What follows belongs to an exercise in optimizing a design on an open flow for small area; a production flow would make more cautious choices. Only simulation tests tie the RTL to the original design; equivalence was not proved. Power is estimated from default activity; no workload was simulated.

==> flow/design.v <==
module mtu_timer (
  input  logic        clk,
  input  logic        rst,
  input  logic        tick,          
  input  logic        wr_load,       
  input  logic        wr_ctl,        
  input  logic        wr_bg,         
  input  logic [31:0] load_data,     
  input  logic [31:0] zero_data,     
  output logic [31:0] count_value,
  output logic [31:0] reload_value,
  output logic [7:0]  control_word,
  output logic        expire
);
  logic [7:0]  prescale_count;
  logic        en, wide, oneshot, periodic, free;
  logic        pdone, step, le1, g, gw, clr_hi, rel;
  logic [1:0]  code;
  logic [31:0] c, tog, nxt, z;
  logic [7:0]  ptog;
  assign c        = count_value;
  assign en       = control_word[7];
  assign periodic = control_word[6];
  assign code     = control_word[3:2];
  assign wide     = control_word[1];
  assign oneshot  = control_word[0];
  assign free     = !oneshot && !periodic;
  assign pdone = (code == 2'd0) ||
                 (code == 2'd1 && prescale_count[3:0] == 4'hF) ||
                 (code[1] && prescale_count == 8'hFF);
  assign step  = tick && en && pdone;
  assign le1   = (c[15:1] == 15'd0) && (!wide || c[31:16] == 16'd0);
  assign expire = step && le1;
  assign g      = step && (le1 ? free : !c[0]);
  assign gw     = g && wide;
  assign clr_hi = step && !wide;
  assign rel    = step && le1 && periodic && !oneshot;
  assign tog[0] = step && (le1 ? (free != c[0]) : 1'b1);
  assign z[0] = 1'b1;
  assign z[1] = 1'b1;
  for (genvar i = 2; i < 32; i++) begin : g_z
    assign z[i] = z[i-1] && !c[i-1];
  end
  for (genvar i = 1; i < 32; i++) begin : g_bit
    if (i < 16) begin : g_lo
      assign tog[i] = g && z[i];
      assign nxt[i] = c[i] ^ tog[i];
    end else begin : g_hi
      assign tog[i] = gw && z[i];
      assign nxt[i] = (c[i] && !clr_hi) ^ tog[i];
    end
  end
  assign nxt[0] = c[0] ^ tog[0];
  always_ff @(posedge clk) begin
    if (rst || wr_load)
      count_value <= load_data;
    else if (rel)
      count_value <= reload_value & (wide ? 32'hFFFF_FFFF : 32'h0000_FFFF);
    else
      count_value <= nxt;
  end
  always_ff @(posedge clk) begin
    if (rst || wr_load || wr_bg)
      reload_value <= zero_data;
  end
  always_ff @(posedge clk) begin
    if (rst || wr_ctl)
      control_word <= zero_data[7:0];
    else if (expire && oneshot)
      control_word[7] <= 1'b0;
  end
  assign ptog[0] = tick && en;
  for (genvar i = 1; i < 8; i++) begin : g_pbit
    assign ptog[i] = ptog[i-1] && prescale_count[i-1];
  end
  always_ff @(posedge clk) begin
    if (rst || wr_load || wr_ctl || step)
      prescale_count <= 8'd0;
    else
      prescale_count <= prescale_count ^ ptog;
  end
endmodule
module multi_timer_unit_four_channel #(
  parameter int NUM_TIMERS = 4
) (
  input  logic                      clk,
  input  logic                      rst,
  input  logic                      req_valid,
  output logic                      req_ready,
  input  logic [1:0]                req_cmd,
  input  logic [4:0]                req_reg_word,
  input  logic [31:0]               req_write_data,
  output logic                      rsp_valid,
  input  logic                      rsp_ready,
  output logic [31:0]               rsp_read_data,
  output logic [3:0]                rsp_irq_lines
);
  logic [3:0]  irq_mask, raw_status;
  logic [31:0] reload_value [4];
  logic [31:0] count_value  [4];
  logic [7:0]  control_word [4];
  logic        out_valid;
  logic        rd_pending;
  logic [4:0]  rd_word;
  logic        accept, is_tick, is_write;
  logic [31:0] load_data, zero_data;
  logic [3:0]  expire;
  assign accept   = req_valid && req_ready;
  assign is_tick  = accept && (req_cmd == 2'd0);
  assign is_write = accept && (req_cmd == 2'd2);
  assign req_ready = !rst && (!out_valid || rsp_ready);
  assign rsp_valid = out_valid;
  assign load_data = req_write_data | {32{rst}};
  assign zero_data = req_write_data & {32{!rst}};
  always_ff @(posedge clk) begin
    if (rst) out_valid <= 1'b0;
    else     out_valid <= accept || (out_valid && !rsp_ready);
  end
  always_ff @(posedge clk) begin
    if (!out_valid || rsp_ready) begin
      rd_pending <= (req_cmd == 2'd1);
      rd_word    <= req_reg_word;
    end
  end
  always_ff @(posedge clk) begin
    if (rst || (is_write && req_reg_word == 5'd0))
      irq_mask <= zero_data[3:0];
  end
  always_ff @(posedge clk) begin
    if (rst)
      raw_status <= 4'd0;
    else if (is_write && req_reg_word == 5'd3)
      raw_status <= raw_status & ~req_write_data[3:0];
    else
      raw_status <= raw_status | expire;
  end
  for (genvar t = 0; t < 4; t++) begin : g_t
    mtu_timer u_timer (
      .clk         (clk),
      .rst         (rst),
      .tick        (is_tick),
      .wr_load     (is_write && req_reg_word == 5'(4 + 4*t)),
      .wr_ctl      (is_write && req_reg_word == 5'(6 + 4*t)),
      .wr_bg       (is_write && req_reg_word == 5'(7 + 4*t)),
      .load_data   (load_data),
      .zero_data   (zero_data),
      .count_value (count_value[t]),
      .reload_value(reload_value[t]),
      .control_word(control_word[t]),
      .expire      (expire[t])
    );
  end
  logic [3:0]  sel_t;
  logic        sel_shared;
  logic [31:0] rd_or [5];
  assign sel_shared = rd_pending && (rd_word[4:2] == 3'd0);
  assign rd_or[4] = {28'd0,
                     ({4{sel_shared && rd_word[1:0] == 2'd0}} & irq_mask) |
                     ({4{sel_shared && rd_word[1:0] == 2'd1}} & raw_status) |
                     ({4{sel_shared && rd_word[1:0] == 2'd2}} & raw_status & irq_mask)};
  for (genvar t = 0; t < 4; t++) begin : g_rd
    assign sel_t[t] = rd_pending && (rd_word[4:2] == 3'(t + 1));
    assign rd_or[t] = ({32{sel_t[t] && rd_word[1:0] == 2'd1}} & count_value[t]) |
                      ({32{sel_t[t] && rd_word[1:0] == 2'd2}} & {24'd0, control_word[t]}) |
                      ({32{sel_t[t] && (rd_word[1:0] == 2'd0 || rd_word[1:0] == 2'd3)}} & reload_value[t]);
  end
  assign rsp_read_data = rd_or[0] | rd_or[1] | rd_or[2] | rd_or[3] | rd_or[4];
  assign rsp_irq_lines = raw_status & irq_mask;
endmodule
==> flow/flow/run.sh <==
#!/bin/bash
# Standard ORFS flow with three changes:
#  * after floorplan, the synthesized logic is restructured for area by
#    OpenROAD's restructure (registers are not touched);
#  * clock-tree options: clkbuf_4 clusters, no dummy loads;
#  * port buffers are buf_1.
# Each tool writes its full output to a log file of its own here.
set -euo pipefail
HERE=$(pwd)
bash standard.sh floorplan > standard_floorplan.log 2>&1
RES=$HERE/orfs/results/$FLOW_PLATFORM/multi_timer_unit_four_channel/base
LIB=$FLOW_HOME/platforms/$FLOW_PLATFORM/lib/sky130_fd_sc_hd__tt_025C_1v80.lib
mkdir -p $HERE/restructure_work
# restructure reads its own copy of the library without the platform's
# dont-use cells.
python3 $HERE/flow/filter_lib.py $LIB $HERE/restructure_lib.lib "*lpflow* *probe*" > filter_lib.log 2>&1
cat > $HERE/restructure.tcl <<EOT
read_liberty $LIB
read_db $RES/2_floorplan.odb
read_sdc $RES/2_floorplan.sdc
source $FLOW_HOME/platforms/$FLOW_PLATFORM/setRC.tcl
report_design_area
remove_buffers
report_design_area
set_dont_use [get_lib_cells {*lpflow* *probe*}]
restructure -target area -liberty_file $HERE/restructure_lib.lib -tielo_port sky130_fd_sc_hd__conb_1/LO -tiehi_port sky130_fd_sc_hd__conb_1/HI -work_dir $HERE/restructure_work -abc_logfile $HERE/restructure_abc.log
report_design_area
restructure -target area -liberty_file $HERE/restructure_lib.lib -tielo_port sky130_fd_sc_hd__conb_1/LO -tiehi_port sky130_fd_sc_hd__conb_1/HI -work_dir $HERE/restructure_work -abc_logfile $HERE/restructure_abc2.log
report_design_area
report_wns
report_tns
write_db $RES/2_floorplan.odb
EOT
openroad -exit $HERE/restructure.tcl > restructure.log 2>&1
CTS="-sink_clustering_enable -repair_clock_nets -buf_list sky130_fd_sc_hd__clkbuf_4 -sink_clustering_size 8 -sink_clustering_max_diameter 35 -dont_use_dummy_load"
bash standard.sh finish "CTS_ARGS=$CTS" "BUFFER_PORTS_ARGS=-buffer_cell sky130_fd_sc_hd__buf_1" > standard.log 2>&1
==> flow/flow/filter_lib.py <==
# Copy a liberty file without the cells whose names match the given patterns
# (the platform's DONT_USE_CELLS), for restructure's own library.
import fnmatch, re, sys
src, dst, pats = sys.argv[1], sys.argv[2], sys.argv[3].split()
out = []
skip = 0
depth = 0
for line in open(src):
    if skip:
        depth += line.count('{') - line.count('}')
        if depth <= 0:
            skip = 0
        continue
    m = re.match(r'\s*cell\s*\(\s*"?([\w]+)"?\s*\)', line)
    if m and any(fnmatch.fnmatch(m.group(1), p) for p in pats):
        depth = line.count('{') - line.count('}')
        skip = 1 if depth > 0 else 0
        continue
    out.append(line)
open(dst, 'w').writelines(out)
==> flow/standard.sh <==
#!/bin/bash
# synth_recipe.tcl (not shown) runs the flow's synth.tcl, then flattens the netlist and writes it again
# the make line also repeats each setting of config.mk as NAME=value (left out here)
make -C /OpenROAD-flow-scripts/flow DESIGN_CONFIG=/design/flow/config.mk WORK_HOME=/design/flow/orfs CLKGATE_MAP_FILE= SYNTH_SCRIPT=/design/flow/synth_recipe.tcl "${@:-finish}"
==> flow/config.mk <==
export PLATFORM = sky130hd
export DESIGN_NAME = multi_timer_unit_four_channel
export DESIGN_NICKNAME = multi_timer_unit_four_channel
export VERILOG_FILES = /design/flow/design.v
export SDC_FILE = /design/flow/constraint.sdc
export NUM_CORES = 4
export LEC_CHECK = 0
export CAP_MARGIN = 20
export CORE_MARGIN = 2
export CORE_UTILIZATION = 40
export SLEW_MARGIN = 20
==> flow/constraint.sdc <==
create_clock -name core_clock -period 7.0 [get_ports {clk}]
set_input_delay 1.4000 -clock core_clock [delete_from_list [all_inputs] [get_ports {clk}]]
set_output_delay 1.4000 -clock core_clock [all_outputs]
set_load 0.01 [all_outputs]
==> summary.txt, run 1 <==
Placed design
  – Post-Place Setup Slack: 0.395 ns
  – I/O Buffers: 80
  – Half-perimeter wire length of the detailed placement result: 42100 um
  – Cell area reported after detailed placement: 16500 um^2
  – Placer Congestion: 0.960
  – DP Cell Count: 2154

GRT
  – Met2 routing resource usage after global routing: 44.6%
  – GR Overflow Total: 0
  – Global routing met1 resource utilization: 37.2%
  – Pin count of the biggest net entering global routing: 34
  – Met3 track utilization from global routing: 6.88%
  – Highest-utilization routing layer at the global route stage: met2
  – Vias in the first global route: 13997
  – Total routing resource utilization after global routing: 28.8%
  – Initial antenna violation count: 1
  – Wire length of the first global-routing pass: 90200 um

Power
  – Leakage: 5.36 nW
  – Total design power: 3.61 mW
  – Max VDD drop: 0.111 mV
  – Power per standard cell area: 212 nW/um^2

Final layout
  – Share of layout cells above drive strength 1: 7.35%
  – Net count reported at finish: 1733
  – Area delta synth->final: 3.36%
  – Final cell count without fillers: 2222
  – Final standard cell area without fillers: 17000 um^2
  – Fillers: 3995

Synth
  – Mapped Nets: 1737
  – Post-synthesis average cell area: 9.93 um^2
  – Leading area contributor after synthesis: edfxtp_1
  – Async set-reset flop share out of synthesis: 0%
  – Count of mapped cells out of synthesis: 1659
  – Fraction of synthesized cell area taken by the top area cell type: 31.0%
  – Total of flip-flops plus latches after synthesis: 335
  – Main flop type after synthesis: edfxtp_1
  – Cell types occupying the most area after synthesis: edfxtp_1, dfxtp_1, a22oi_1
  – Count of distinct cell types in the synthesized netlist: 78
  – Total of warnings raised by yosys: 7
  – Seq/Total Area, Yosys: 51.1%
  – Syn Std Cell Area: 16500 um^2
  – Number of enable-type register cells in the synthesized netlist: 170

Timing
  – Final setup TNS: 0 ns
  – Final Hold Fails: 0
  – Worst path setup slack after routing: 0.936 ns
  – Clock period minus worst slack: 6.06 ns
  – Portion of the clock cycle consumed by the worst path in the final layout: 86.6%
  – Clock skew after layout: 0.0921 ns
  – Unrepaired setup endpoints after global routing: no
  – Maximum clock frequency: 165 MHz
  – Number of pins exceeding their max-slew limit in the final report: 0
  – Final count of negative-setup-slack endpoints: 0
  – Headroom to the max-slew limit: 21.7%
  – Worst Max-Slew Pin Slew: 1.17 ns

Job
  – Max-Cap Viols: 0

Floorplan
  – Die Span Y: 207 um
  – Placeable core region: 40700 um^2
  – Die area: 42800 um^2
  – Starting utilization of the core area: 40.4%
  – I/O pin count: 81
  – Width of the die: 207 um
  – Row Count: 74

Setup path
  – Startpoint-to-endpoint class of the critical path: input port to flip-flop
  – Required time of the critical path: 7.62 ns
  – Arrival time worst endpoint: 6.69 ns
  – Crit end category: flip-flop
  – Largest fanout on the critical path: 5
  – Launching element type of the critical path: input port

Run status
  – Status: finished clean

Clocking
  – Post-CTS setup buffers: 0
  – Clk sink count: 335
  – TritonCTS clock tree: yes
  – Clock network latency to the later pin of the worst-skew pair: 0.77 ns
  – Quantity of gates resized following cts: 0
  – Maximum level of the CTS H-tree: 3
  – Post-CTS Hold Buffers: 0
  – CTS root buffer: clkbuf_4
  – Clock transition time at the flip-flop clock pins of the worst setup and hold paths: 0.08 ns
  – Total CTS buffers: 66
  – Clock buffer depth: 3

Detailed routing
  – Number of search-and-repair iterations in the first detailed-routing pass: 9
  – Remaining routing DRC violations: 0
  – Via total after detailed routing: 14660
  – Number of design-rule violations left by the first detailed-router iteration: 2576
  – Antenna Nets Post-Route: 0
  – Post-detailed-route wirelength per cell: 27.9 um
  – Via-to-Cell Ratio: 6.60
  – Total wire length after detailed routing: 62000 um

Min path
  – Worst min-delay path class: flip-flop to flip-flop
==> cell usage after synthesis (all sizes together) (27+ instances only) <==
library cell	n
dfxtp	165
nor2	156
a211oi	27
a22oi	122
xnor2	27
nand4	44
a31oi	28
nand2	122
ha	35
a21oi	117
nand3	38
xor2	27
and2	50
clkbuf	91
o21ai	42
edfxtp	170
nor2b	39
nor3	50
==> per-layer routing <==
layer / vias up / part of all wire [%] / routed length (um)
li1: 6322 / - / -
met1: 6930 / 37 / 23300
met2: 1191 / 45 / 27700
met3: 217 / 13 / 7850
met4: 0 / 5.3 / 3280
met5: - / 0 / 0
==> critical path, cell delays in order <==
cell and delay [ns]:
clkbuf_2 0.16, nor2_1 0.16, nand3_1 0.17, or2_0 0.38, nor2b_1 0.25, o21ai_0 0.16
or4b_1 0.55, or2_0 0.30, or3_1 0.43, nor2_1 0.20, o21ai_0 0.27, nor2_1 0.26
clkinv_1 0.15, nor3_1 0.27, clkinv_1 0.16, or3_1 0.42, or3_1 0.38, nor2_1 0.19
o21ai_0 0.10, a21oi_1 0.13, a21oi_1 0.05, a22oi_1 0.15
==> where the power goes <==
| group | switching [mW] | leakage (nW) | internal, mW |
|---|---|---|---|
| Sequential | 0.0711 | 2.98 | 2.16 |
| Combinational | 0.189 | 2.07 | 0.0623 |
| Clock | 0.700 | 0.304 | 0.432 |
==> worst paths after layout <==
kind	to	cells past startpoint	slack (ns)	from
setup / recovery	g_t[0].u_timer.count_value[31]	22	0.94	rst
hold / removal	g_t[3].u_timer.prescale_count[7]	2	0.45	g_t[3].u_timer.prescale_count[7]
setup reg to reg	g_t[0].u_timer.count_value[31]	20	1.00	g_t[0].u_timer.count_value[28]
hold reg to reg	g_t[3].u_timer.prescale_count[7]	2	0.45	g_t[3].u_timer.prescale_count[7]
==> final cells by class <==
class	instances	area [um^2]	area share (%)
Inverter	186	698	4.10
Sequential cell	335	8410	49.4
Clock buffer	66	495	2.91
Timing Repair Buffer	121	609	3.58
Antenna cell	2	5.00	0.0294
Multi-Input combinational cell	980	6140	36.1
Tap cell	532	666	3.91
==> placed cells by master, fill, tap and decap left out, drive strengths merged, types with 5 or more instances in the layout <==
cell type / n
a311oi: 11
or4: 13
a21oi: 61
o2111ai: 20
and2: 5
o22a: 12
a211oi: 14
dfxtp: 165
a22o: 11
a2bb2oi: 6
a21o: 7
o21a: 17
clkinv: 186
nand2: 102
and3: 9
o221ai: 22
edfxtp: 170
nor2: 182
o21ai: 68
a222oi: 86
buf: 120
nand4: 22
or3: 23
nor3: 27
nand3: 28
o311ai: 5
a221oi: 17
a32oi: 12
o22ai: 32
clkbuf: 67
nor4: 16
a22oi: 24
nor2b: 22
or2: 19
a31oi: 35
o32ai: 5
o32a: 19
==> state kept, by name (all words and copies together) (netlist names) <==
register,flops
g_t.u_timer.prescale_count,32
g_t.u_timer.reload_value,128
irq_mask,4
out_valid,1
g_t.u_timer.count_value,128
g_t.u_timer.control_word,32
rd_word,5
raw_status,4
rd_pending,1
==> stage by stage <==
step,util [%],hold WS [ns]
after detailed placement,40.6,0.441
after floorplan,-,0.431
after CTS,41.8,0.451
final,41.8,0.450
after global placement,40.6,0.432
after global routing,41.8,0.487
==> logic make-up after synthesis <==
logic type / count (synthesis) / synth area share [%]
buffers and inverters: 115 / 2.62
xor gates and xnor gates: 54 / 2.87
muxes: 5 / 0.319
and+or+nand+nor: 630 / 19.9
DFF: 335 / 51.1
AOI/OAI and AO/OA: 485 / 20.5
adders and majority gates: 35 / 2.66
==> inputs of run 2 (changes only) <==
--- a/flow/flow/run.sh
+++ b/flow/flow/run.sh
@@ -2,7 +2,7 @@
 # Standard ORFS flow with three changes:
 #  * after floorplan, the synthesized logic is restructured for area by
 #    OpenROAD's restructure (registers are not touched);
-#  * clock-tree options: clkbuf_4 clusters, no dummy loads;
+#  * clock-tree options: clkbuf_8 clusters, no dummy loads;
 #  * port buffers are buf_1.
 # Each tool writes its full output to a log file of its own here.
 set -euo pipefail
@@ -32,5 +32,5 @@
 write_db $RES/2_floorplan.odb
 EOT
 openroad -exit $HERE/restructure.tcl > restructure.log 2>&1
-CTS="-sink_clustering_enable -repair_clock_nets -buf_list sky130_fd_sc_hd__clkbuf_4 -sink_clustering_size 8 -sink_clustering_max_diameter 35 -dont_use_dummy_load"
+CTS="-sink_clustering_enable -repair_clock_nets -buf_list sky130_fd_sc_hd__clkbuf_8 -sink_clustering_size 16 -sink_clustering_max_diameter 50 -dont_use_dummy_load"
 bash standard.sh finish "CTS_ARGS=$CTS" "BUFFER_PORTS_ARGS=-buffer_cell sky130_fd_sc_hd__buf_1" > standard.log 2>&1
==> run 2 against run 1 <==
Compared with the run above:
- total power is 0.49% higher
- combinational power hardly changed
- count of clock-buffer cells in the layout is 29 lower
- global-route usage is 0.24 points lower
- flip-flop and latch count stayed put
- clock power hardly changed
- wire length hardly changed
==> summary.txt, run 2 <==
GRT
  – Initial antenna violation count: 0 (-1)
  – Pin count of the biggest net entering global routing: 34 (unchanged)
  – Wire length of the first global-routing pass: 89700 um (-0.51%)
  – Total routing resource utilization after global routing: 28.5% (-0.24 points)
  – Vias in the first global route: 13727 (-1.9%)
  – GR Overflow Total: 0 (unchanged)

Floorplan
  – Width of the die: 207 um (unchanged)
  – Placeable core region: 40700 um^2 (unchanged)
  – Starting utilization of the core area: 40.4% (unchanged)
  – Die Span Y: 207 um (unchanged)
  – Die area: 42800 um^2 (unchanged)
  – Row Count: 74 (unchanged)
  – I/O pin count: 81 (unchanged)

Detailed routing
  – Antenna Nets Post-Route: 0 (unchanged)
  – Via-to-Cell Ratio: 6.65 (+0.79%)
  – Number of design-rule violations left by the first detailed-router iteration: 2600 (+0.93%)
  – Number of search-and-repair iterations in the first detailed-routing pass: 11 (+2)
  – Remaining routing DRC violations: 0 (unchanged)
  – Total wire length after detailed routing: 62000 um (about the same)
  – Via total after detailed routing: 14570 (-0.61%)
  – Post-detailed-route wirelength per cell: 28.3 um (+1.3%)

Synth
  – Total of warnings raised by yosys: 7 (unchanged)
  – Syn Std Cell Area: 16500 um^2 (unchanged)
  – Number of enable-type register cells in the synthesized netlist: 170 (unchanged)
  – Count of distinct cell types in the synthesized netlist: 78 (unchanged)
  – Most frequent cell after synthesis: edfxtp_1
  – Top cell types by occurrence after synthesis: edfxtp_1, dfxtp_1, nor2_1
  – Async set-reset flop share out of synthesis: 0% (unchanged)
  – Total of flip-flops plus latches after synthesis: 335 (unchanged)
  – Main flop type after synthesis: edfxtp_1
  – Post-synthesis average cell area: 9.93 um^2 (unchanged)
  – Leading area contributor after synthesis: edfxtp_1
  – Mapped Nets: 1737 (unchanged)
  – Fraction of synthesized cell area taken by the top area cell type: 31.0% (unchanged)
  – Cell types occupying the most area after synthesis: edfxtp_1, dfxtp_1, a22oi_1
  – Count of mapped cells out of synthesis: 1659 (unchanged)
  – Seq/Total Area, Yosys: 51.1% (unchanged)

Clocking
  – Post-CTS setup buffers: 0 (unchanged)
  – Clock transition time at the flip-flop clock pins of the worst setup and hold paths: 0.09 ns (about the same)
  – TritonCTS clock tree: yes
  – Maximum level of the CTS H-tree: 2 (-1)
  – Post-CTS Hold Buffers: 0 (unchanged)
  – Total CTS buffers: 37 (-44%)
  – Clock network latency to the later pin of the worst-skew pair: 0.62 ns (-0.15 ns)
  – Quantity of gates resized following cts: 0 (unchanged)
  – CTS root buffer: clkbuf_8
  – Clk sink count: 335 (unchanged)
  – Clock buffer depth: 3 (unchanged)

Timing
  – Clock skew after layout: 0.0812 ns (-0.0110 ns)
  – Number of pins exceeding their max-slew limit in the final report: 0 (unchanged)
  – Headroom to the max-slew limit: 20.5% (-1.3 points)
  – Final count of negative-setup-slack endpoints: 0 (unchanged)
  – Final Hold Fails: 0 (unchanged)
  – Portion of the clock cycle consumed by the worst path in the final layout: 89.3% (+2.7 points)
  – Worst Max-Slew Pin Slew: 1.19 ns (+0.0188 ns)
  – Final setup TNS: 0 ns (unchanged)
  – Worst path setup slack after routing: 0.747 ns (-0.188 ns)
  – Unrepaired setup endpoints after global routing: no
  – Clock period minus worst slack: 6.25 ns (+0.188 ns)
  – Maximum clock frequency: 160 MHz (-3.0%)

Final layout
  – Net count reported at finish: 1704 (-1.7%)
  – Post-layout util: 41.8% (about the same)
  – Number of inserted diodes: 0 (-2)
  – Most frequent cells in the layout: clkinv_1, nor2_1, edfxtp_1, dfxtp_1, nand2_1
  – Share of layout cells above drive strength 1: 5.73% (-1.6 points)
  – Final standard cell area without fillers: 17000 um^2 (about the same)
  – Most common library cell in the layout ignoring fill and taps: clkinv_1
  – Area delta synth->final: 3.41% (about the same)
  – Final cell count without fillers: 2191 (-1.4%)

Setup path
  – Startpoint-to-endpoint class of the critical path: input port to flip-flop
  – Largest fanout on the critical path: 5 (unchanged)
  – Crit end category: flip-flop
  – Worst reg-to-reg setup slack: 1.00 ns (about the same)
  – Arrival time worst endpoint: 6.77 ns (+0.08 ns)
  – Required time of the critical path: 7.52 ns (-0.10 ns)
  – Launching element type of the critical path: input port

Power
  – Leakage: 5.32 nW (-0.70%)
  – Max VDD drop: 0.0971 mV (-12%)
  – Power per standard cell area: 213 nW/um^2 (+0.44%)

Min path
  – Worst min-delay path class: flip-flop to flip-flop

Placed design
  – Placer Congestion: 0.960 (unchanged)
  – Post-Place Setup Slack: 0.395 ns (unchanged)
  – Cell area reported after detailed placement: 16500 um^2 (unchanged)
  – I/O Buffers: 80 (unchanged)
  – Half-perimeter wire length of the detailed placement result: 42100 um (unchanged)
  – DP Cell Count: 2154 (unchanged)

Run status
  – Status: finished clean

Job
  – Max-Cap Viols: 0 (unchanged)
-- run 2: cell counts after synthesis --
No cell type changed its count.
-- run 2: report_power, final --
group          switching, mW  internal, mW
Sequential            0.0714          2.16
Clock                  0.678         0.472
Combinational          0.189        0.0623
-- run 2: layout make-up --
cell class              count  area, um^2
fillers                  3968       23700
clock buffers              37         509
inverters                 186         698
multi-input cells         980        6140
repair buffers            121         609
flip-flops and latches    335        8410
well taps                 532         666
-- run 2: logic make-up (layout without fill, tap and decap cells) --
| group | after synthesis | after routing | synth area share (%) |
|---|---|---|---|
| xor+xnor | 54 | 3 | 2.87 |
| mux | 5 | 2 | 0.319 |
| simple gates | 630 | 477 | 19.9 |
| fa+ha+maj | 35 | 0 | 2.66 |
| compound gates | 485 | 498 | 20.5 |
| flops | 335 | 335 | 51.1 |
| buf+inv | 115 | 344 | 2.62 |
-- run 2: routing by layer --
layer	routed length (um)	track usage (%)	up-vias
li1	-	-	6226
met1	23600	37.5	6997
met2	27600	44.5	1133
met3	7390	5.73	214
met4	3440	14.7	0
met5	0	0	-
-- run 2: final timing paths --
check                                                         to                             start  depth (start not counted)
worst max register to register    g_t[0].u_timer.count_value[31]    g_t[0].u_timer.count_value[28]                         20
worst max-delay path              g_t[0].u_timer.count_value[31]                               rst                         22
worst min-delay path            g_t[3].u_timer.prescale_count[7]  g_t[3].u_timer.prescale_count[7]                          2
worst min register to register  g_t[3].u_timer.prescale_count[7]  g_t[3].u_timer.prescale_count[7]                          2
-- run 2: worst max-delay path, stage by stage --
cell,delay (ns)
clkbuf_2,0.16
nor2_1,0.17
nand3_1,0.17
or2_0,0.36
nor2b_1,0.26
o21ai_0,0.16
or4b_1,0.55
or2_0,0.31
or3_1,0.43
nor2_1,0.21
o21ai_0,0.28
nor2_1,0.27
clkinv_1,0.16
nor3_1,0.28
clkinv_1,0.16
or3_1,0.42
or3_1,0.39
nor2_1,0.19
o21ai_0,0.10
a21oi_1,0.14
a21oi_1,0.05
a22oi_1,0.14
-- run 2: per-stage QoR --
step / hold slack, ns / total power [mW]
2_1_floorplan: 0.431 / 2.37
3_3_place_gp: 0.432 / 2.51
3_5_place_dp: 0.441 / 2.51
4_1_cts: 0.453 / 3.63
5_1_grt: 0.487 / 3.73
6_report: 0.451 / 3.63
==> inputs of run 3 (changes only) <==
--- a/flow/flow/run.sh
+++ b/flow/flow/run.sh
@@ -1,19 +1,26 @@
 #!/bin/bash
 # Standard ORFS flow with three changes:
-#  * after floorplan, the synthesized logic is restructured for area by
-#    OpenROAD's restructure (registers are not touched);
+#  * after the standard synthesis, the combinational logic between the
+#    registers is re-mapped for area by ABC (flow/resynth.ys); the registers
+#    keep their instances, names and cells;
+#  * after floorplan, OpenROAD's restructure re-maps the logic once more
+#    for area (registers are not touched);
 #  * clock-tree options: clkbuf_8 clusters, no dummy loads;
 #  * port buffers are buf_1.
 # Each tool writes its full output to a log file of its own here.
 set -euo pipefail
 HERE=$(pwd)
-bash standard.sh floorplan > standard_floorplan.log 2>&1
 RES=$HERE/orfs/results/$FLOW_PLATFORM/multi_timer_unit_four_channel/base
 LIB=$FLOW_HOME/platforms/$FLOW_PLATFORM/lib/sky130_fd_sc_hd__tt_025C_1v80.lib
+bash standard.sh synth > standard_synth.log 2>&1
+# ABC maps onto a copy of the library without the platform's dont-use cells.
+python3 $HERE/flow/filter_lib.py $LIB $HERE/restructure_lib.lib "*lpflow* *probe*" > filter_lib.log 2>&1
+cp $RES/1_2_yosys.v $HERE/std_1_2_yosys.v
+yosys -l $HERE/resynth.log -q -s $HERE/flow/resynth.ys > resynth_stdout.log 2>&1
+cp $HERE/resynth.v $RES/1_2_yosys.v
+rm -f $RES/1_synth.odb $RES/1_synth.sdc
+bash standard.sh floorplan > standard_floorplan.log 2>&1
 mkdir -p $HERE/restructure_work
-# restructure reads its own copy of the library without the platform's
-# dont-use cells.
-python3 $HERE/flow/filter_lib.py $LIB $HERE/restructure_lib.lib "*lpflow* *probe*" > filter_lib.log 2>&1
 cat > $HERE/restructure.tcl <<EOT
 read_liberty $LIB
 read_db $RES/2_floorplan.odb
==> flow/flow/area.abc (new file) <==
&get -n
&st
&dch -f
&nf -R 1000 -p -a
&st
&syn2
&if -g -K 6
&synch2
&nf -R 1000 -p
&st
&syn2
&if -g -K 6
&synch2
&nf -R 1000 -p
&st
&dch -f
&nf -R 1000 -p -a
&put
==> flow/flow/resynth.ys (new file) <==
# Re-map the combinational logic of the standard synthesis netlist for area.
# The flip-flops are kept as they are (same instances, names and cells);
# only the gates between them are re-mapped by ABC with an area-oriented script.
read_liberty -ignore_miss_func restructure_lib.lib
blackbox sky130_fd_sc_hd__dfxtp_1 sky130_fd_sc_hd__edfxtp_1
read_verilog std_1_2_yosys.v
hierarchy -top multi_timer_unit_four_channel
flatten
opt -purge
abc -liberty restructure_lib.lib -script flow/area.abc
setundef -zero
splitnets
opt_clean -purge
hilomap -singleton -hicell sky130_fd_sc_hd__conb_1 HI -locell sky130_fd_sc_hd__conb_1 LO
insbuf -buf sky130_fd_sc_hd__buf_4 A X
opt_clean -purge
rename -enumerate
stat -liberty restructure_lib.lib
write_verilog -noattr -noexpr -nohex -nodec resynth.v
==> run 3 against run 2 <==
Compared with the run above:
- sequential power is essentially flat
- synthesized area fell by 6.7%
- critical path type unchanged
- global-route usage up 2.0 points
- largest power group unchanged
- total power is 0.13% lower
- fmax is 2.2% lower
- critical endpoint is now g_t[2].u_timer.count_value[31]
==> summary.txt, run 3 <==
Run status
  – Status: finished clean

Timing
  – Maximum clock frequency: 156 MHz (-2.2%)
  – Unrepaired setup endpoints after global routing: no
  – Worst Max-Slew Pin Slew: 1.27 ns (+0.0840 ns)
  – Headroom to the max-slew limit: 15.0% (-5.4 points)
  – Portion of the clock cycle consumed by the worst path in the final layout: 91.3% (+2.0 points)
  – Number of pins exceeding their max-slew limit in the final report: 0 (unchanged)
  – Final setup TNS: 0 ns (unchanged)
  – Hold WS: 0.451 ns (+0.000256 ns)
  – Clock skew after layout: 0.0640 ns (-0.0171 ns)
  – Final count of negative-setup-slack endpoints: 0 (unchanged)
  – Clock period minus worst slack: 6.39 ns (+0.140 ns)
  – Final Hold Fails: 0 (unchanged)

Detailed routing
  – Number of design-rule violations left by the first detailed-router iteration: 2136 (-18%)
  – Antenna Nets Post-Route: 0 (unchanged)
  – Total wire length after detailed routing: 61600 um (-0.67%)
  – Number of search-and-repair iterations in the first detailed-routing pass: 8 (-3)
  – Via-to-Cell Ratio: 6.63 (-0.37%)
  – Post-detailed-route wirelength per cell: 28.3 um (about the same)
  – Via total after detailed routing: 14423 (-1.0%)
  – Remaining routing DRC violations: 0 (unchanged)

Power
  – Leakage: 5.24 nW (-1.6%)
  – Max VDD drop: 0.113 mV (+16%)
  – Power per standard cell area: 214 nW/um^2 (+0.41%)

Setup path
  – Largest stage delay on the critical path: 0.43 ns (-0.12 ns)
  – Most used cell along the critical path: nor2_1
  – Category of cells accounting for the largest share of critical-path delay: simple AND/OR/NAND/NOR gates
  – Launching element type of the critical path: input port
  – Startpoint-to-endpoint class of the critical path: input port to flip-flop
  – Slowest CP cell: or3_1
  – Largest fanout on the critical path: 5 (unchanged)
  – Chain of cells forming the critical path: clkbuf_2 -> nor2_1 -> nand3_1 -> or2_0 -> nor2b_1 -> o21ai_0 -> nor2_1 -> o21ai_0 -> nor2_1 -> clkinv_1 -> or3_1 -> nor2_1 -> clkinv_1 -> or3_1 -> nor2_1 -> clkinv_1 -> or3_1 -> or3_1 -> a21o_1 -> or2_0 -> nor2_1 -> o21ai_0 -> nand3_1 -> a32oi_1
  – Worst path buffer plus inverter count: 4 (+1)
  – Origin of the critical flop-to-flop path: out_valid
  – Required time of the critical path: 7.43 ns (-0.09 ns)
  – Crit end category: flip-flop
  – Beginning of the critical path: rst
  – Arrival time worst endpoint: 6.82 ns (+0.05 ns)
  – Worst reg-to-reg setup slack: 1.25 ns (+0.25 ns)

Final layout
  – Most common library cell in the layout ignoring fill and taps: clkinv_1
  – Net count reported at finish: 1710 (+0.35%)
  – Fillers: 3619 (-8.8%)
  – Share of layout cells above drive strength 1: 5.59% (-0.14 points)
  – Most frequent cells in the layout: clkinv_1, edfxtp_1, nor2_1, dfxtp_1, nand2_1
  – Area delta synth->final: 10.2%

GRT
  – Met3 track utilization from global routing: 6.54% (+0.81 points)
  – Pin count of the biggest net entering global routing: 33 (-2.9%)
  – Total routing resource utilization after global routing: 30.5% (+2.0 points)
  – Global routing met1 resource utilization: 40.3% (+2.8 points)
  – Initial antenna violation count: 2 (+2)
  – Vias in the first global route: 13535 (-1.4%)
  – Highest-utilization routing layer at the global route stage: met2
  – Met2 routing resource usage after global routing: 47.9% (+3.3 points)
  – GR Overflow Total: 0 (unchanged)
  – Wire length of the first global-routing pass: 88700 um (-1.2%)

Clocking
  – Post-CTS setup buffers: 0 (unchanged)
  – Post-CTS Hold Buffers: 0 (unchanged)
  – Clock buffer depth: 3 (unchanged)
  – TritonCTS clock tree: yes
  – Clock network latency to the later pin of the worst-skew pair: 0.60 ns (-0.02 ns)
  – Maximum level of the CTS H-tree: 2 (unchanged)
  – Total CTS buffers: 36 (-2.7%)
  – Clock transition time at the flip-flop clock pins of the worst setup and hold paths: 0.07 ns (-0.02 ns)
  – Quantity of gates resized following cts: 0 (unchanged)
  – CTS root buffer: clkbuf_8
  – Clk sink count: 335 (unchanged)

Synth
  – Count of mapped cells out of synthesis: 1543 (-7.0%)
  – Mapped Nets: 1586 (-8.7%)
  – Post-synthesis average cell area: 9.96 um^2 (+0.32%)
  – Total of warnings raised by yosys: 7 (unchanged)
  – Syn Std Cell Area: 15400 um^2 (-6.7%)

Floorplan
  – Die Span Y: 200 um (-3.3%)
  – Row Count: 71 (-4.1%)
  – Width of the die: 200 um (-3.3%)
  – Starting utilization of the core area: 40.7% (+0.28 points)
  – Die area: 40000 um^2 (-6.6%)
  – I/O pin count: 81 (unchanged)
  – Placeable core region: 37800 um^2 (-7.3%)

Min path
  – Min-delay src: g_t[2].u_timer.prescale_count[7]
  – Worst min-delay path class: flip-flop to flip-flop

Placed design
  – Placer Congestion: 0.964 (+0.39%)
  – Half-perimeter wire length of the detailed placement result: 42500 um (+1.1%)
  – I/O Buffers: 80 (unchanged)

Job
  – Max-Cap Viols: 0 (unchanged)
-- run 3: per-layer routing --
layer	part of all wire, %	vias to the layer above
met5	0.021	-
met4	5.1	2
met3	12	189
met2	44	1043
met1	39	6938
li1	-	6251
-- run 3: final timing paths --
path | to | depth (start not counted)
worst max-delay path | g_t[2].u_timer.count_value[31] | 24
worst min-delay path | g_t[2].u_timer.prescale_count[7] | 2
worst max register to register | g_t[2].u_timer.count_value[31] | 24
worst min register to register | g_t[2].u_timer.prescale_count[7] | 2
-- run 3: worst min-delay path, stage by stage (launching register included) --
cell and delay, ns:
dfxtp_1 0.31, clkinv_1 0.05, a21oi_1 0.05
-- run 3: layout make-up --
| type | count | area, um^2 | area share [%] |
|---|---|---|---|
| antenna | 1 | 2.50 | 0.0148 |
| inverter | 189 | 709 | 4.19 |
| timing repair buffer | 118 | 587 | 3.46 |
| sequential | 335 | 8410 | 49.6 |
| tap | 511 | 639 | 3.77 |
| multi-input combinational | 987 | 6100 | 36.0 |
| clock buffer | 36 | 495 | 2.93 |
-- run 3: power breakdown --
part,internal [mW],switching (mW)
Clock,0.460,0.678
Combinational,0.0628,0.192
Sequential,2.16,0.0743
-- run 3: through the flow --
step	area (um^2)	util (%)	total power [mW]	setup slack [ns]	instances
after floorplan	15400	-	2.35	1.62	1543
after global placement	16400	43.5	2.52	0.400	2140
after detailed placement	16400	43.5	2.52	0.214	2140
after CTS	16900	44.9	3.63	0.752	2176
after global routing	16900	44.9	3.73	0.246	2176
final	16900	44.9	3.62	0.607	2177
==> inputs of run 4 (changes only) <==
==> flow/flow/run.sh (replaced) <==
#!/bin/bash
# Standard ORFS flow with three changes:
#  * after the standard synthesis, the combinational logic between the
#    registers is re-mapped for area by ABC (flow/resynth.ys); the registers
#    keep their instances, names and cells;
#  * clock-tree options: clkbuf_8 clusters, no dummy loads;
#  * port buffers are buf_1.
# Each tool writes its full output to a log file of its own here.
set -euo pipefail
HERE=$(pwd)
RES=$HERE/orfs/results/$FLOW_PLATFORM/multi_timer_unit_four_channel/base
LIB=$FLOW_HOME/platforms/$FLOW_PLATFORM/lib/sky130_fd_sc_hd__tt_025C_1v80.lib
bash standard.sh synth > standard_synth.log 2>&1
# ABC maps onto a copy of the library without the platform's dont-use cells.
python3 $HERE/flow/filter_lib.py $LIB $HERE/restructure_lib.lib "*lpflow* *probe*" > filter_lib.log 2>&1
cp $RES/1_2_yosys.v $HERE/std_1_2_yosys.v
yosys -l $HERE/resynth.log -q -s $HERE/flow/resynth.ys > resynth_stdout.log 2>&1
cp $HERE/resynth.v $RES/1_2_yosys.v
rm -f $RES/1_synth.odb $RES/1_synth.sdc
CTS="-sink_clustering_enable -repair_clock_nets -buf_list sky130_fd_sc_hd__clkbuf_8 -sink_clustering_size 16 -sink_clustering_max_diameter 50 -dont_use_dummy_load"
bash standard.sh finish "CTS_ARGS=$CTS" "BUFFER_PORTS_ARGS=-buffer_cell sky130_fd_sc_hd__buf_1" > standard.log 2>&1
==> run 4 against run 3 <==
Compared with the run above:
- still clean
- fmax is 10% higher
- sequential power hardly changed
- setup slack improved by 0.58 ns
- wire length down 0.13%
- core utilization increased by 0.57 points
- clock skew is 0.020 ns lower
- critical path depth down 15
- count of clock-buffer cells in the layout is 2 higher
- flip-flop and latch count is the same
- combinational power fell by 3%
- synthesized cell count stayed put
- synthesized area did not move
- highest routed layer unchanged
==> summary.txt, run 4 <==
Final layout
  – Share of layout cells above drive strength 1: 4.96% (-0.62 points)
  – Final standard cell area without fillers: 17200 um^2 (+1.3%)
  – Most common library cell in the layout ignoring fill and taps: nor2_1
  – Area delta synth->final: 11.6%
  – FF+latch area: 8410 um^2 (unchanged)
  – Net count reported at finish: 1738 (+1.6%)
  – Number of inserted diodes: 0 (-1)
  – Most frequent cells in the layout: nor2_1, edfxtp_1, dfxtp_1, a21oi_1, nand2_1
  – Fillers: 3681 (+1.7%)
  – Multi-input combinational cell area: 6990 um^2 (+15%)

Timing
  – Headroom to the max-slew limit: 21.7% (+6.6 points)
  – Hold WS: 0.474 ns (+0.0229 ns)
  – Final setup TNS: 0 ns (unchanged)
  – Clock period minus worst slack: 5.81 ns (-0.581 ns)
  – Clock skew after layout: 0.0439 ns (-0.0201 ns)
  – Worst Max-Slew Pin Slew: 1.17 ns (-0.0949 ns)
  – Unrepaired setup endpoints after global routing: no
  – Final count of negative-setup-slack endpoints: 0 (unchanged)
  – Maximum clock frequency: 172 MHz (+10%)
  – Portion of the clock cycle consumed by the worst path in the final layout: 83.0% (-8.3 points)
  – Number of pins exceeding their max-slew limit in the final report: 0 (unchanged)
  – Final Hold Fails: 0 (unchanged)

Detailed routing
  – Via total after detailed routing: 14642 (+1.5%)
  – Via-to-Cell Ratio: 6.64 (+0.27%)
  – Post-detailed-route wirelength per cell: 27.9 um (-1.4%)
  – Number of search-and-repair iterations in the first detailed-routing pass: 6 (-2)
  – Number of design-rule violations left by the first detailed-router iteration: 2266 (+6.1%)
  – Remaining routing DRC violations: 0 (unchanged)
  – Antenna Nets Post-Route: 0 (unchanged)
  – Total wire length after detailed routing: 61500 um (-0.13%)

Clocking
  – Total CTS buffers: 38 (+5.6%)
  – Maximum level of the CTS H-tree: 2 (unchanged)
  – TritonCTS clock tree: yes
  – Post-CTS Hold Buffers: 0 (unchanged)
  – Clk sink count: 335 (unchanged)
  – CTS root buffer: clkbuf_8
  – Quantity of gates resized following cts: 0 (unchanged)
  – Post-CTS setup buffers: 0 (unchanged)
  – Clock transition time at the flip-flop clock pins of the worst setup and hold paths: 0.07 ns (about the same)
  – Clock buffer depth: 3 (unchanged)
  – Clock network latency to the later pin of the worst-skew pair: 0.62 ns (+0.02 ns)

Setup path
  – Required time of the critical path: 5.60 ns (-1.83 ns)
  – Origin of the critical flop-to-flop path: g_t[2].u_timer.count_value[2]
  – Reg2reg end: g_t[2].u_timer.count_value[30]
  – Arrival time worst endpoint: 4.41 ns (-2.41 ns)
  – Worst path buffer plus inverter count: 3 (-1)
  – Chain of cells forming the critical path: clkinv_1 -> nor2_1 -> nand2_1 -> nor2_2 -> buf_4 -> a222oi_1 -> nand4_1 -> a221o_1 -> buf_1
  – Category of cells accounting for the largest share of critical-path delay: simple AND/OR/NAND/NOR gates
  – Slowest CP cell: nor2_2
  – Crit end category: primary output
  – Startpoint-to-endpoint class of the critical path: flip-flop to primary output
  – Length in cells of the worst reg-to-reg path: 15 (-38%)
  – Launching element type of the critical path: flip-flop
  – Largest fanout on the critical path: 14 (+9)
  – Worst reg-to-reg setup slack: 1.89 ns (+0.64 ns)
  – Largest stage delay on the critical path: 0.73 ns (+0.30 ns)

Power
  – Proportion of total power due to net switching: 26.0% (-0.10 points)
  – Switching power of the nets: 0.948 mW (+0.41%)
  – Power per standard cell area: 213 nW/um^2 (-0.46%)
  – Max VDD drop: 0.130 mV (+15%)
  – Flop pwr share: 61.1% (-0.5 points)
  – Clock group share of total power: 32.2% (+0.8 points)
  – Cell-internal power: 2.70 mW (+0.95%)
  – Leakage: 5.75 nW (+9.8%)
  – Combinational share of power: 6.7% (-0.3 points)

Floorplan
  – Die Span Y: 200 um (unchanged)
  – Placeable core region: 37800 um^2 (unchanged)
  – Die area: 40000 um^2 (unchanged)
  – Starting utilization of the core area: 40.7% (unchanged)
  – Width of the die: 200 um (unchanged)
  – I/O pin count: 81 (unchanged)
  – Row Count: 71 (unchanged)

Min path
  – Min-delay src: g_t[1].u_timer.prescale_count[7]
  – Count of cells along the worst hold path: 2 (unchanged)
  – Worst min-delay path class: flip-flop to flip-flop
  – Hold worst-path end: g_t[1].u_timer.prescale_count[7]

GRT
  – Vias in the first global route: 13759 (+1.7%)
  – Wire length of the first global-routing pass: 89300 um (+0.66%)
  – Pin count of the biggest net entering global routing: 81 (+150%)
  – Total routing resource utilization after global routing: 30.7% (+0.16 points)
  – GR Overflow Total: 0 (unchanged)
  – Initial antenna violation count: 1 (-1)

Synth
  – Syn Std Cell Area: 15400 um^2 (unchanged)
  – Mapped Nets: 1586 (unchanged)
  – Count of mapped cells out of synthesis: 1543 (unchanged)
  – Post-synthesis average cell area: 9.96 um^2 (unchanged)
  – Total of warnings raised by yosys: 7 (unchanged)

Placed design
  – Half-perimeter wire length of the detailed placement result: 40600 um (-4.5%)
  – I/O Buffers: 80 (unchanged)
  – Cell area reported after detailed placement: 16600 um^2 (+1.1%)
  – Placer Congestion: 0.938 (-2.7%)

Job
  – Max-Cap Viols: 0 (unchanged)

Run status
  – Status: finished clean
==> run 4: how the worst max path moves through the flow <==
| stage | start | end | slack [ns] | cells after the start |
|---|---|---|---|---|
| global route | rd_word[0] | rsp_read_data[6] | 1.19 | 9 |
| finish | rd_word[0] | rsp_read_data[6] | 1.19 | 9 |
| detailed placement | rst | g_t[2].u_timer.count_value[30] | 1.27 | 19 |
| floorplan | rsp_ready | g_t[2].u_timer.count_value[30] | 1.62 | 17 |
| CTS | rd_word[0] | rsp_read_data[6] | 1.31 | 9 |
| global placement | rst | g_t[2].u_timer.count_value[30] | 1.39 | 19 |
==> run 4: stage by stage <==
stage          power, mW  cells  setup slack, ns  utilization (%)
2_1_floorplan       2.35   1543             1.62                -
3_3_place_gp        2.51   2166             1.39             44.0
3_5_place_dp        2.51   2166             1.27             44.0
4_1_cts             3.65   2204             1.31             45.4
5_1_grt             3.74   2204             1.19             45.4
6_report            3.65   2204             1.19             45.4
==> run 4: area by class of cell <==
class,count,share of cell area (%)
inverters,11,0.241
flip-flops and latches,335,49.0
clock buffers,38,3.05
repair buffers,112,3.25
multi-input cells,1197,40.7
well taps,511,3.73
==> run 4: layer usage <==
layer	part of all wire [%]	global-route usage [%]
met1	40	41.7
met2	43	45.7
met3	13	7.12
met4	4.9	16.1
met5	0.020	0
==> run 4: worst register-to-register path, cell delays in order (launching register included) <==
cell	delay [ns]
dfxtp_1	0.36
or3_1	0.46
or3_1	0.36
nor4_1	0.80
nor2b_1	0.35
o21ai_0	0.30
or4_1	0.53
or2_0	0.32
nor4_1	0.21
buf_4	0.20
nor2b_1	0.22
nand2_1	0.16
nor3_1	0.36
xnor2_1	0.17
nor2_1	0.06
nor3_1	0.19
==> run 4: power groups by stage <==
| stage | Clock [mW] | Sequential, mW | Combinational, mW |
|---|---|---|---|
| 3_3_place_gp | 0 | 2.27 | 0.237 |
| 6_report | 1.18 | 2.23 | 0.246 |
| 5_1_grt | 1.25 | 2.24 | 0.260 |
| 3_5_place_dp | 0 | 2.27 | 0.239 |
| 4_1_cts | 1.18 | 2.23 | 0.239 |
| 2_1_floorplan | 0 | 2.24 | 0.116 |
==> inputs of run 5 (changes only) <==
--- a/flow/design.v
+++ b/flow/design.v
@@ -5,14 +5,16 @@
   input  logic        wr_load,       
   input  logic        wr_ctl,        
   input  logic        wr_bg,         
-  input  logic [31:0] load_data,     
-  input  logic [31:0] zero_data,     
+  input  logic [31:0] write_data,
+  input  logic [7:0]  zero_data,     
   output logic [31:0] count_value,
-  output logic [31:0] reload_value,
+  output logic [31:0] reload_value,  
   output logic [7:0]  control_word,
   output logic        expire
 );
   logic [7:0]  prescale_count;
+  logic [31:0] reload_reg, reload_next, load_val;
+  logic        reload_zero, wr_reload, load, hi_keep;
   logic        en, wide, oneshot, periodic, free;
   logic        pdone, step, le1, g, gw, clr_hi, rel;
   logic [1:0]  code;
@@ -34,7 +36,7 @@
   assign g      = step && (le1 ? free : !c[0]);
   assign gw     = g && wide;
   assign clr_hi = step && !wide;
-  assign rel    = step && le1 && periodic && !oneshot;
+  assign rel    = step && le1 && periodic && !oneshot && !reload_zero;
   assign tog[0] = step && (le1 ? (free != c[0]) : 1'b1);
   assign z[0] = 1'b1;
   assign z[1] = 1'b1;
@@ -51,21 +53,28 @@
     end
   end
   assign nxt[0] = c[0] ^ tog[0];
+  assign wr_reload   = wr_load || wr_bg;
+  assign reload_next = ({32{wr_reload}} & write_data) | ({32{!wr_reload}} & reload_reg);
+  assign reload_value = reload_reg & {32{!reload_zero}};
   always_ff @(posedge clk) begin
-    if (rst || wr_load)
-      count_value <= load_data;
-    else if (rel)
-      count_value <= reload_value & (wide ? 32'hFFFF_FFFF : 32'h0000_FFFF);
+    reload_reg <= reload_next;
+  end
+  always_ff @(posedge clk) begin
+    if (rst)            reload_zero <= 1'b1;
+    else if (wr_reload) reload_zero <= 1'b0;
+  end
+  assign load    = rst || wr_load || rel;
+  assign hi_keep = wr_load || wide;
+  assign load_val = {32{rst}} | (reload_next & {{16{hi_keep}}, 16'hFFFF});
+  always_ff @(posedge clk) begin
+    if (load)
+      count_value <= load_val;
     else
       count_value <= nxt;
   end
   always_ff @(posedge clk) begin
-    if (rst || wr_load || wr_bg)
-      reload_value <= zero_data;
-  end
-  always_ff @(posedge clk) begin
     if (rst || wr_ctl)
-      control_word <= zero_data[7:0];
+      control_word <= zero_data;
     else if (expire && oneshot)
       control_word[7] <= 1'b0;
   end
@@ -103,15 +112,14 @@
   logic        rd_pending;
   logic [4:0]  rd_word;
   logic        accept, is_tick, is_write;
-  logic [31:0] load_data, zero_data;
+  logic [7:0]  zero_data;
   logic [3:0]  expire;
   assign accept   = req_valid && req_ready;
   assign is_tick  = accept && (req_cmd == 2'd0);
   assign is_write = accept && (req_cmd == 2'd2);
   assign req_ready = !rst && (!out_valid || rsp_ready);
   assign rsp_valid = out_valid;
-  assign load_data = req_write_data | {32{rst}};
-  assign zero_data = req_write_data & {32{!rst}};
+  assign zero_data = req_write_data[7:0] & {8{!rst}};
   always_ff @(posedge clk) begin
     if (rst) out_valid <= 1'b0;
     else     out_valid <= accept || (out_valid && !rsp_ready);
@@ -142,7 +150,7 @@
       .wr_load     (is_write && req_reg_word == 5'(4 + 4*t)),
       .wr_ctl      (is_write && req_reg_word == 5'(6 + 4*t)),
       .wr_bg       (is_write && req_reg_word == 5'(7 + 4*t)),
-      .load_data   (load_data),
+      .write_data  (req_write_data),
       .zero_data   (zero_data),
       .count_value (count_value[t]),
       .reload_value(reload_value[t]),
==> flow/flow/run.sh (replaced) <==
#!/bin/bash
# Standard ORFS flow with three changes:
#  * after floorplan, the synthesized logic is restructured for area by
#    OpenROAD's restructure (registers are not touched);
#  * clock-tree options: clkbuf_8 clusters, no dummy loads;
#  * port buffers are buf_1.
# Each tool writes its full output to a log file of its own here.
set -euo pipefail
HERE=$(pwd)
bash standard.sh floorplan > standard_floorplan.log 2>&1
RES=$HERE/orfs/results/$FLOW_PLATFORM/multi_timer_unit_four_channel/base
LIB=$FLOW_HOME/platforms/$FLOW_PLATFORM/lib/sky130_fd_sc_hd__tt_025C_1v80.lib
mkdir -p $HERE/restructure_work
# restructure reads its own copy of the library without the platform's
# dont-use cells.
python3 $HERE/flow/filter_lib.py $LIB $HERE/restructure_lib.lib "*lpflow* *probe*" > filter_lib.log 2>&1
cat > $HERE/restructure.tcl <<EOT
read_liberty $LIB
read_db $RES/2_floorplan.odb
read_sdc $RES/2_floorplan.sdc
source $FLOW_HOME/platforms/$FLOW_PLATFORM/setRC.tcl
report_design_area
remove_buffers
report_design_area
set_dont_use [get_lib_cells {*lpflow* *probe*}]
restructure -target area -liberty_file $HERE/restructure_lib.lib -tielo_port sky130_fd_sc_hd__conb_1/LO -tiehi_port sky130_fd_sc_hd__conb_1/HI -work_dir $HERE/restructure_work -abc_logfile $HERE/restructure_abc.log
report_design_area
restructure -target area -liberty_file $HERE/restructure_lib.lib -tielo_port sky130_fd_sc_hd__conb_1/LO -tiehi_port sky130_fd_sc_hd__conb_1/HI -work_dir $HERE/restructure_work -abc_logfile $HERE/restructure_abc2.log
report_design_area
report_wns
report_tns
write_db $RES/2_floorplan.odb
EOT
openroad -exit $HERE/restructure.tcl > restructure.log 2>&1
CTS="-sink_clustering_enable -repair_clock_nets -buf_list sky130_fd_sc_hd__clkbuf_8 -sink_clustering_size 16 -sink_clustering_max_diameter 50 -dont_use_dummy_load"
bash standard.sh finish "CTS_ARGS=$CTS" "BUFFER_PORTS_ARGS=-buffer_cell sky130_fd_sc_hd__buf_1" > standard.log 2>&1
removed: flow/flow/area.abc
removed: flow/flow/resynth.ys
==> run 5 against run 4 <==
Compared with the run above:
- still clean
- die area grew 5.5%
- global-route usage shrank 3.4 points
- sequential share of layout area shrank 5.3 points
- sequential power is essentially flat
- first-iteration DRC count shrank 17%
- total power grew 2.4%
- final area shrank 3.9%
- fmax grew 8.7%
- clock skew grew 0.020 ns
- count of clock-buffer cells in the layout shrank 2
- wire length shrank 5.6%
- clock power shrank 4%
- critical path type unchanged
- critical endpoint is now rsp_read_data[27]
- largest power group unchanged
==> summary.txt, run 5 <==
Min path
  – Min-delay src: g_t[3].u_timer.prescale_count[2]
  – Worst min-delay path class: flip-flop to flip-flop
  – Hold worst-path end: g_t[3].u_timer.prescale_count[2]
  – Count of cells along the worst hold path: 2 (unchanged)

Detailed routing
  – Routed met1 length: 23800 um (-2.2%)
  – Number of design-rule violations left by the first detailed-router iteration: 1888 (-17%)
  – Post-detailed-route wirelength per cell: 24.7 um (-12%)
  – Sum of met3 wire segment lengths after detailed routing: 6020 um (-23%)
  – Met2 wire length: 25700 um (-2.5%)
  – Via total after detailed routing: 14613 (-0.20%)
  – Remaining routing DRC violations: 0 (unchanged)
  – Highest routed layer: met4
  – Number of search-and-repair iterations in the first detailed-routing pass: 8 (+2)
  – Antenna Nets Post-Route: 0 (unchanged)
  – Via-to-Cell Ratio: 6.21 (-6.6%)
  – Total wire length after detailed routing: 58100 um (-5.6%)

Final layout
  – Number of inserted diodes: 0 (unchanged)
  – Most common library cell in the layout ignoring fill and taps: dfxtp_1
  – Most frequent cells in the layout: dfxtp_1, clkinv_1, nor2_1, o22ai_1, a21oi_1
  – Net count reported at finish: 1874 (+7.8%)
  – Area delta synth->final: 1.56%
  – Share of layout cells above drive strength 1: 4.70% (-0.26 points)

Timing
  – Portion of the clock cycle consumed by the worst path in the final layout: 76.4% (-6.7 points)
  – Unrepaired setup endpoints after global routing: no
  – Maximum clock frequency: 187 MHz (+8.7%)
  – Clock skew after layout: 0.0643 ns (+0.0204 ns)
  – Worst Max-Slew Pin Slew: 1.21 ns (+0.0374 ns)
  – Hold WS: 0.472 ns (-0.00187 ns)
  – Number of pins exceeding their max-slew limit in the final report: 0 (unchanged)
  – Final setup TNS: 0 ns (unchanged)
  – Final count of negative-setup-slack endpoints: 0 (unchanged)
  – Final Hold Fails: 0 (unchanged)
  – Headroom to the max-slew limit: 18.6% (-3.1 points)
  – Clock period minus worst slack: 5.34 ns (-0.467 ns)

Setup path
  – Startpoint-to-endpoint class of the critical path: flip-flop to primary output
  – Arrival time worst endpoint: 3.94 ns (-0.47 ns)
  – Length in cells of the worst reg-to-reg path: 17 (+2)
  – Required time of the critical path: 5.60 ns (about the same)
  – Largest fanout on the critical path: 17 (+3)
  – Origin of the critical flop-to-flop path: g_t[2].u_timer.count_value[1]
  – Launching element type of the critical path: flip-flop
  – Worst reg-to-reg setup slack: 2.11 ns (+0.22 ns)
  – Beginning of the critical path: rd_word[0]
  – Crit end category: primary output
  – Reg2reg end: g_t[2].u_timer.count_value[29]

Synth
  – Total of flip-flops plus latches after synthesis: 339
  – Total of warnings raised by yosys: 7 (unchanged)
  – Seq/Total Area, Yosys: 44.4%
  – Count of mapped cells out of synthesis: 1669 (+8.2%)
  – Most frequent cell after synthesis: dfxtp_1
  – Post-synthesis average cell area: 9.73 um^2 (-2.3%)
  – Main flop type after synthesis: dfxtp_1
  – Top cell types by occurrence after synthesis: dfxtp_1, mux2_2, clkbuf_1
  – Mapped Nets: 1747 (+10%)
  – Count of distinct cell types in the synthesized netlist: 79
  – Syn Std Cell Area: 16200 um^2 (+5.7%)
  – Leading area contributor after synthesis: dfxtp_1
  – Cell types occupying the most area after synthesis: dfxtp_1, mux2_2, edfxtp_1
  – Async set-reset flop share out of synthesis: 0%
  – Number of enable-type register cells in the synthesized netlist: 42
  – Fraction of synthesized cell area taken by the top area cell type: 36.6%

Clocking
  – Clock transition time at the flip-flop clock pins of the worst setup and hold paths: 0.09 ns (+0.02 ns)
  – Quantity of gates resized following cts: 0 (unchanged)
  – Total CTS buffers: 36 (-5.3%)
  – TritonCTS clock tree: yes
  – Post-CTS Hold Buffers: 0 (unchanged)
  – Clock network latency to the later pin of the worst-skew pair: 0.59 ns (-0.03 ns)
  – Clk sink count: 339 (+1.2%)
  – Post-CTS setup buffers: 0 (unchanged)
  – CTS root buffer: clkbuf_8
  – Maximum level of the CTS H-tree: 2 (unchanged)
  – Clock buffer depth: 3 (unchanged)

Job
  – Max-Cap Viols: 0 (unchanged)

Floorplan
  – Starting utilization of the core area: 40.7% (about the same)
  – Die area: 42200 um^2 (+5.5%)
  – I/O pin count: 81 (unchanged)
  – Placeable core region: 39900 um^2 (+5.7%)
  – Width of the die: 205 um (+2.7%)
  – Die Span Y: 205 um (+2.7%)
  – Row Count: 73 (+2.8%)

GRT
  – Wire length of the first global-routing pass: 86000 um (-3.6%)
  – Initial antenna violation count: 0 (-1)
  – Total routing resource utilization after global routing: 27.3% (-3.4 points)
  – Pin count of the biggest net entering global routing: 46 (-43%)
  – GR Overflow Total: 0 (unchanged)
  – Vias in the first global route: 13723 (-0.26%)

Run status
  – Status: finished clean

Power
  – Power per standard cell area: 227 nW/um^2 (+6.5%)
  – Max VDD drop: 0.136 mV (+4.2%)
  – Total design power: 3.74 mW (+2.4%)
  – Leakage: 5.61 nW (-2.5%)

Placed design
  – Placer Congestion: 0.919 (-2.0%)
  – Half-perimeter wire length of the detailed placement result: 39700 um (-2.3%)
  – I/O Buffers: 80 (unchanged)
run 5: per-stage QoR:
| stage | worst slack, ns | util, % | cells | cell area, um^2 |
|---|---|---|---|---|
| floorplan | 3.23 | - | 1669 | 16200 |
| global placement | 1.72 | 39.9 | 2316 | 15900 |
| detailed placement | 1.56 | 40.0 | 2317 | 16000 |
| CTS | 1.69 | 41.2 | 2353 | 16500 |
| global route | 1.54 | 41.3 | 2354 | 16500 |
| finish | 1.66 | 41.3 | 2354 | 16500 |
run 5: critical path, cell delays in order (launching register included):
cell and delay [ns]:
edfxtp_1 0.45, clkinv_1 0.10, o22ai_1 0.12, nand3_1 0.14, nor2_1 0.06, nand3_1 0.08, buf_4 0.39, clkinv_1 0.91
a222oi_1 0.67, o2111ai_1 0.26, buf_1 0.19
run 5: logic make-up after synthesis:
logic type	Yosys count	synth area share (%)
and+or+nand+nor	538	18.2
buffers and inverters	127	2.97
DFF	339	44.4
muxes	138	9.55
xor gates and xnor gates	25	1.35
AOI/OAI and AO/OA	467	20.9
adders and majority gates	35	2.70
run 5: worst max path at each step:
stage	endpoint	slack [ns]	cells after the start
floorplan	req_ready	3.23	4
global placement	g_t[2].u_timer.count_value[29]	1.72	16
detailed placement	g_t[0].u_timer.count_value[15]	1.56	23
CTS	rsp_read_data[27]	1.69	10
global route	rsp_read_data[27]	1.54	10
finish	rsp_read_data[27]	1.66	10
run 5: layout make-up:
type	instances	area (um^2)
Inverter	272	1020
Sequential cell	339	7210
Clock buffer	36	495
Multi-Input combinational cell	1068	6510
Timing Repair Buffer	114	594
Fill cell	4030	23400
Tap cell	525	657
run 5: report_power, final:
group          leakage, nW  switching [mW]  total (mW)  internal (mW)
combinational         2.49           0.252       0.396          0.144
clock                0.259           0.669        1.13          0.460
sequential            2.85          0.0976        2.21           2.12
run 5: layer usage:
metal | up-vias | global-route usage (%)
met4 | 0 | 12.1
li1 | 6669 | -
met5 | - | 0
met1 | 6936 | 37.2
met2 | 870 | 42.8
met3 | 138 | 4.24

==> re-timing with driven ports <==
No port has a modelled driver above. Below, the same layouts with a new extraction and two added sets of constraints.
Step 1 (the two cells are an assumption about what drives the block):
set clk [get_ports {clk}]
set_driving_cell -lib_cell sky130_fd_sc_hd__clkbuf_16 $clk
set_driving_cell -lib_cell sky130_fd_sc_hd__buf_2 [delete_from_list [all_inputs] $clk]
Step 2 adds t to the input delays and takes it off the output delays; t is the mean of the earliest and latest rising clock arrival at the registers after step 1. Input paths then give back, and output paths get back, about the clock's delay inside the block.
Slacks: ideal ports / drivers / drivers and shift; pairs: ideal ports / drivers.
run | t, ns | setup WS [ns] | worst register clock-pin slew, ns
run 1 | 0.769 | 0.936 / 0.958 / 0.188 | 0.09 / 0.09
run 2 | 0.633 | 0.747 / 0.770 / 0.137 | 0.10 / 0.10
run 3 | 0.621 | 0.607 / 0.628 / 0.006 | 0.10 / 0.10
run 4 | 0.654 | 1.188 / 1.137 / 1.138 | 0.10 / 0.10
run 5 | 0.607 | 1.655 / 1.608 / 1.436 | 0.11 / 0.11
After both steps setup and hold are still met in every run listed. The setup slack of run 1, which loses most, moves by +0.022 ns with the drivers and by -0.748 ns with both steps.
